Source: an optimization exercise on an open RTL-to-GDS flow (aim: small area, a short achievable clock period and few clock cycles). Production flows keep margins and buffers that such runs may drop. Only simulation tests tie the RTL to the original design; equivalence was not proved. No activity file was given, so power comes from the tool's default toggle rates.

== the baseline ==
==> flow/design.v <==
package pipeline;
  localparam int XLEN = 64;
  typedef struct packed {
    logic [2:0]      funct3;
    logic            mm_re;
    logic            mm_we;
    logic            atomic;
    logic [4:0]      funct5;
    logic [XLEN-1:0] mm_addr;
    logic [4:0]      rd_addr;
    logic [XLEN-1:0] data;
  } memory_signals;
endpackage
module lsu #(
  parameter int XLEN = pipeline::XLEN
) (
  input  logic                  clk,
  input  logic                  reset,
  input  logic                  in_valid,
  output logic                  in_ready,
  input  pipeline::memory_signals signals_in,
  output logic                  dbus_req,
  output logic                  dbus_we,
  output logic [XLEN-1:0]       dbus_addr,
  output logic [XLEN/8-1:0]     dbus_sel,
  output logic [XLEN-1:0]       dbus_wdata,
  input  logic                  dbus_ack,
  input  logic [XLEN-1:0]       dbus_rdata,
  output logic                  wb_valid,
  output logic                  wb_we,
  output logic [4:0]            wb_rd_addr,
  output logic [XLEN-1:0]       wb_rd_data,
  output logic                  misaligned
);
  logic [2:0]  f3;
  logic [4:0]  f5;
  logic [63:0] addr, data;
  logic [2:0]  lane;
  assign f3   = signals_in.funct3;
  assign f5   = signals_in.funct5;
  assign addr = signals_in.mm_addr;
  assign data = signals_in.data;
  assign lane = addr[2:0];
  logic        amo_cmp_q, amo_wr_q;
  logic [63:0] res_q;
  logic [5:0]  op_q;
  logic        sc_seen_q, sc_ok_q;
  logic        resv_valid_q;
  logic [60:0] resv_tag_q;
  logic        wb_valid_q, wb_we_q, misaligned_q;
  logic [4:0]  wb_rd_addr_q;
  logic [63:0] wb_data_q;
  logic        is_mem, is_lr, is_sc, is_amo, is_store, is_load, mis, sc_ok, sc_wait, sc_pass;
  logic        need_bus, accept, amo_rd_ack;
  always_comb begin
    is_mem   = signals_in.mm_re | signals_in.mm_we | signals_in.atomic;
    is_lr    = signals_in.atomic & ~signals_in.mm_we;
    is_sc    = signals_in.atomic & ~signals_in.mm_re;
    is_amo   = signals_in.atomic & signals_in.mm_re & signals_in.mm_we;
    is_store = signals_in.mm_we & ~signals_in.atomic;
    is_load  = signals_in.mm_re & ~signals_in.mm_we;
    mis      = (lane[0] & (f3[1] | f3[0])) | (lane[1] & f3[1]) | (lane[2] & f3[1] & f3[0]);
    sc_ok    = resv_valid_q & (resv_tag_q == addr[63:3]);
    sc_wait  = is_sc & ~mis & ~sc_seen_q;
    sc_pass  = sc_seen_q & sc_ok_q;
    need_bus = in_valid & is_mem & ~mis & (~is_sc | sc_pass) & ~amo_cmp_q;
    in_ready = ~sc_wait & ~amo_cmp_q & (~need_bus | (dbus_ack & (~is_amo | amo_wr_q)));
    accept   = in_valid & in_ready;
    amo_rd_ack = need_bus & is_amo & ~amo_wr_q & dbus_ack;
  end
  logic [7:0]  ld_b0, ld_b1;
  logic [15:0] ld_h1;
  logic        ld_sign, ld_fill;
  logic [63:0] load_ext;
  always_comb begin
    ld_b0 = dbus_rdata[{lane, 3'b000} +: 8];
    ld_b1 = dbus_rdata[{lane[2:1], 4'b1000} +: 8];
    ld_h1 = lane[2] ? dbus_rdata[63:48] : dbus_rdata[31:16];
    case (f3[1:0])
      2'b00:   ld_sign = ld_b0[7];
      2'b01:   ld_sign = ld_b1[7];
      default: ld_sign = ld_h1[15];
    endcase
    ld_fill  = ~f3[2] & ld_sign;
    load_ext = {(f3[1:0] == 2'b11) ? dbus_rdata[63:32] : {32{ld_fill}},
                f3[1]              ? ld_h1             : {16{ld_fill}},
                (f3[1:0] != 2'b00) ? ld_b1             : {8{ld_fill}},
                ld_b0};
  end
  logic [63:0] src, rep;
  always_comb begin
    src = amo_wr_q ? res_q : data;
    case (f3[1:0])
      2'b00:   rep = {8{src[7:0]}};
      2'b01:   rep = {4{src[15:0]}};
      2'b10:   rep = {2{src[31:0]}};
      default: rep = src;
    endcase
  end
  logic        w_op, minmax, uns, mx, c32, c64, lt, pick;
  logic [63:0] a, b, bx, r, hx, hc;
  logic [64:0] pa, pb, pp, pg;
  logic [65:0] sum;
  always_comb begin
    minmax = op_q[4];
    uns    = op_q[3];
    mx     = op_q[2];
    w_op   = op_q[5];
    a      = wb_data_q;
    bx     = res_q;
    b      = bx ^ {64{minmax}};
    pa     = {a, 1'b1};
    pb     = {bx, minmax};
    pp     = pa ^ pb;
    pg     = pa & pb;
    sum    = pa + pb;
    hx     = pp[64:1];    
    hc     = pg[64:1];    
    c32    = sum[33] ^ pp[33];
    c64    = sum[65];
    if (w_op) lt = (~uns & (a[31] ^ b[31])) ? a[31] : ~c32;
    else      lt = (~uns & (a[63] ^ b[63])) ? a[63] : ~c64;
    pick   = minmax & (lt ^ mx);    
    r      = ({64{minmax | op_q[0]}} & b)
           | ({64{~minmax & ~op_q[0] & (op_q[3:2] == 2'b00)}} & sum[64:1])
           | ({64{~minmax & ~op_q[0] & (op_q[3:2] == 2'b01)}} & hx)
           | ({64{~minmax & ~op_q[0] & op_q[3]}} & hc)
           | ({64{~minmax & ~op_q[0] & (op_q[3:2] == 2'b10)}} & hx);
    r      = pick ? a : r;
  end
  always_comb begin
    dbus_req   = need_bus;
    dbus_we    = is_store | is_sc | (is_amo & amo_wr_q);
    dbus_addr  = {addr[63:3], 3'b000};
    for (int k = 0; k < 8; k++)
      dbus_sel[k] = ((k[2] == lane[2]) | (f3[1] & f3[0])) & ((k[1] == lane[1]) | f3[1])
                  & ((k[0] == lane[0]) | f3[1] | f3[0]);
    dbus_wdata = rep;
    wb_valid   = wb_valid_q;
    wb_we      = wb_we_q;
    wb_rd_addr = wb_rd_addr_q;
    misaligned = misaligned_q;
    wb_rd_data = wb_data_q;
  end
  always_ff @(posedge clk) begin
    if (reset) begin
      amo_cmp_q    <= 1'b0;
      amo_wr_q     <= 1'b0;
      resv_valid_q <= 1'b0;
      sc_seen_q    <= 1'b0;
      wb_valid_q   <= 1'b0;
    end else begin
      amo_cmp_q  <= amo_rd_ack;
      if (amo_cmp_q) amo_wr_q <= 1'b1;
      if (need_bus & is_amo & amo_wr_q & dbus_ack) amo_wr_q <= 1'b0;
      sc_seen_q  <= in_valid & is_sc & ~accept;
      wb_valid_q <= accept;
      if (accept & is_sc) resv_valid_q <= 1'b0;
      if (accept & is_lr & ~mis) resv_valid_q <= 1'b1;
    end
  end
  always_ff @(posedge clk) begin
    if (accept & is_lr & ~mis) resv_tag_q <= addr[63:3];
    sc_ok_q      <= sc_ok;
    wb_we_q      <= (signals_in.rd_addr != 5'd0) & ~(is_mem & mis) & ~is_store;
    wb_rd_addr_q <= signals_in.rd_addr;
    misaligned_q <= is_mem & mis;
    if (~amo_cmp_q & ~amo_wr_q)
      wb_data_q <= ({64{~is_mem}} & data)
                 | ({64{(is_load | is_amo) & ~mis}} & load_ext)
                 | {63'd0, is_sc & ~mis & ~sc_ok_q};
    op_q         <= {~f3[0], f5};
    if (amo_cmp_q)      res_q <= r;
    else if (~amo_wr_q) res_q <= data ^ {64{f5[4]}};
  end
endmodule
module lsu_top (
  input  logic        clk,
  input  logic        reset,
  input  logic        in_valid,
  output logic        in_ready,
  input  logic [2:0]  in_funct3,
  input  logic        in_mm_re,
  input  logic        in_mm_we,
  input  logic        in_atomic,
  input  logic [4:0]  in_funct5,
  input  logic [63:0] in_addr,
  input  logic [4:0]  in_rd_addr,
  input  logic [63:0] in_data,
  output logic        dbus_req,
  output logic        dbus_we,
  output logic [63:0] dbus_addr,
  output logic [7:0]  dbus_sel,
  output logic [63:0] dbus_wdata,
  input  logic        dbus_ack,
  input  logic [63:0] dbus_rdata,
  output logic        wb_valid,
  output logic        wb_we,
  output logic [4:0]  wb_rd_addr,
  output logic [63:0] wb_rd_data,
  output logic        misaligned
);
  pipeline::memory_signals sig;
  assign sig.funct3  = in_funct3;
  assign sig.mm_re   = in_mm_re;
  assign sig.mm_we   = in_mm_we;
  assign sig.atomic  = in_atomic;
  assign sig.funct5  = in_funct5;
  assign sig.mm_addr = in_addr;
  assign sig.rd_addr = in_rd_addr;
  assign sig.data    = in_data;
  lsu u_lsu (
    .clk(clk), .reset(reset), .in_valid(in_valid), .in_ready(in_ready),
    .signals_in(sig), .dbus_req(dbus_req), .dbus_we(dbus_we),
    .dbus_addr(dbus_addr), .dbus_sel(dbus_sel), .dbus_wdata(dbus_wdata),
    .dbus_ack(dbus_ack), .dbus_rdata(dbus_rdata), .wb_valid(wb_valid),
    .wb_we(wb_we), .wb_rd_addr(wb_rd_addr), .wb_rd_data(wb_rd_data),
    .misaligned(misaligned)
  );
endmodule
==> flow/config.mk <==
export PLATFORM = sky130hd
export DESIGN_NAME = lsu_top
export DESIGN_NICKNAME = lsu_top
export VERILOG_FILES = /design/flow/design.v
export SDC_FILE = /design/flow/constraint.sdc
export NUM_CORES = 4
export LEC_CHECK = 0
export CAP_MARGIN = 20
export CORE_MARGIN = 2
export CORE_UTILIZATION = 55
export SETUP_SLACK_MARGIN = 3.7
export SLEW_MARGIN = 20
export TNS_END_PERCENT = 5
==> flow/constraint.sdc <==
create_clock -name core_clock -period 8.0 [get_ports {clk}]
set_input_delay 1.6000 -clock core_clock [delete_from_list [all_inputs] [get_ports {clk}]]
set_output_delay 1.6000 -clock core_clock [all_outputs]
set_load 0.01 [all_outputs]
standard.sh (not shown) runs the stock make flow with config.mk's settings and CLKGATE_MAP_FILE= SYNTH_SCRIPT=/design/flow/synth_recipe.tcl, a recipe that flattens the netlist after the stock synthesis.
==> flow/flow/run.sh <==
#!/bin/bash
# The standard layout (standard.sh: the standard flow's own ORFS flow and synthesis, unchanged), with the
# port buffers that placement inserts made sky130_fd_sc_hd__buf_1 instead of the default cell.
set -euo pipefail
export BUFFER_PORTS_ARGS="-buffer_cell sky130_fd_sc_hd__buf_1"
bash standard.sh > standard_flow.log 2>&1
Testbench counts of the baseline, summed over its fixed seeds: cycles 8,991.
Edits applied to the flow inputs when going from the baseline to the candidate:
--- a/flow/design.v
+++ b/flow/design.v
@@ -44,4 +44,5 @@
   logic        amo_cmp_q, amo_wr_q;
   logic [63:0] res_q;
+  logic        pick_q;
   logic [5:0]  op_q;
   logic        sc_seen_q, sc_ok_q;
@@ -90,5 +91,5 @@
   logic [63:0] src, rep;
   always_comb begin
-    src = amo_wr_q ? res_q : data;
+    src = ~amo_wr_q ? data : (pick_q ? wb_data_q : res_q);
     case (f3[1:0])
       2'b00:   rep = {8{src[7:0]}};
@@ -121,5 +122,5 @@
     if (w_op) lt = (~uns & (a[31] ^ b[31])) ? a[31] : ~c32;
     else      lt = (~uns & (a[63] ^ b[63])) ? a[63] : ~c64;
-    pick   = minmax & (lt ^ mx);    
+    pick   = minmax & (lt ^ mx);
     r      = ({64{minmax | op_q[0]}} & b)
            | ({64{~minmax & ~op_q[0] & (op_q[3:2] == 2'b00)}} & sum[64:1])
@@ -127,5 +128,4 @@
            | ({64{~minmax & ~op_q[0] & op_q[3]}} & hc)
            | ({64{~minmax & ~op_q[0] & (op_q[3:2] == 2'b10)}} & hx);
-    r      = pick ? a : r;
   end
   always_comb begin
@@ -172,4 +172,5 @@
     op_q         <= {~f3[0], f5};
     if (amo_cmp_q)      res_q <= r;
+    if (amo_cmp_q)      pick_q <= pick;
     else if (~amo_wr_q) res_q <= data ^ {64{f5[4]}};
   end
## What came out
The more densely filled core belongs to the candidate, not the baseline. | setup slack of the critical path after layout | the candidate vs the baseline | worse |. The baseline ended up with dbus_wdata[58] as its end of the critical path; the candidate ended up with dbus_wdata[32]. [compare] base=the baseline new=the candidate: largest fanout on the critical path shows an increase of 43%; achievable frequency fell by about 1%; count of placed standard cells in the final layout, fillers left out moved up; number of vias per cell now sits lower; design area went down 1.6%. Re remaining global-route overflow: no difference whatsoever between the baseline and the candidate. Going from the baseline to the candidate, the critical path depth was found to have gone up by 1. Per the comparison of the candidate with the baseline, area of the core fell by 5.1%; total via count in the routed design dropped 1.2%; count of clock-buffer cells in the layout now sits lower. Total power draw in the candidate is 0.000034 W below the baseline.
Testbench counts of the candidate, summed over its fixed seeds: cycles 8,991.

-- port drivers added, routing unchanged --
How much do the figures lean on ideal ports? The routed layouts below were timed once more, with nothing changed but the port constraints.
Step 1, drivers: a clkbuf_16 drives clk and a buf_2 each remaining input, both assumed.
Step 2 moves the port delays by t, midway between the first and last clock arrival at a register: inputs arrive t later, outputs are due t later. That takes back most of the time a late clock gives input paths.
Slacks: ideal ports / drivers / drivers and shift; pairs: ideal ports / drivers.
| run | t (ns) | setup WS [ns] | hold WS [ns] | slew at the worst register clock pin (ns) | cell pins on the clock port's net |
|---|---|---|---|---|---|
| the baseline | 0.649 | 3.555 / 3.495 / 3.495 | 0.535 / 0.535 / 0.535 | 0.07 / 0.07 | 1 |
| the candidate | 0.637 | 3.509 / 3.455 / 3.189 | 0.500 / 0.500 / 0.500 | 0.07 / 0.07 | 1 |
After both steps every run listed still meets setup and hold. For the candidate, which loses most, drivers alone change the setup slack by -0.054 ns; drivers and shift together by -0.320 ns.
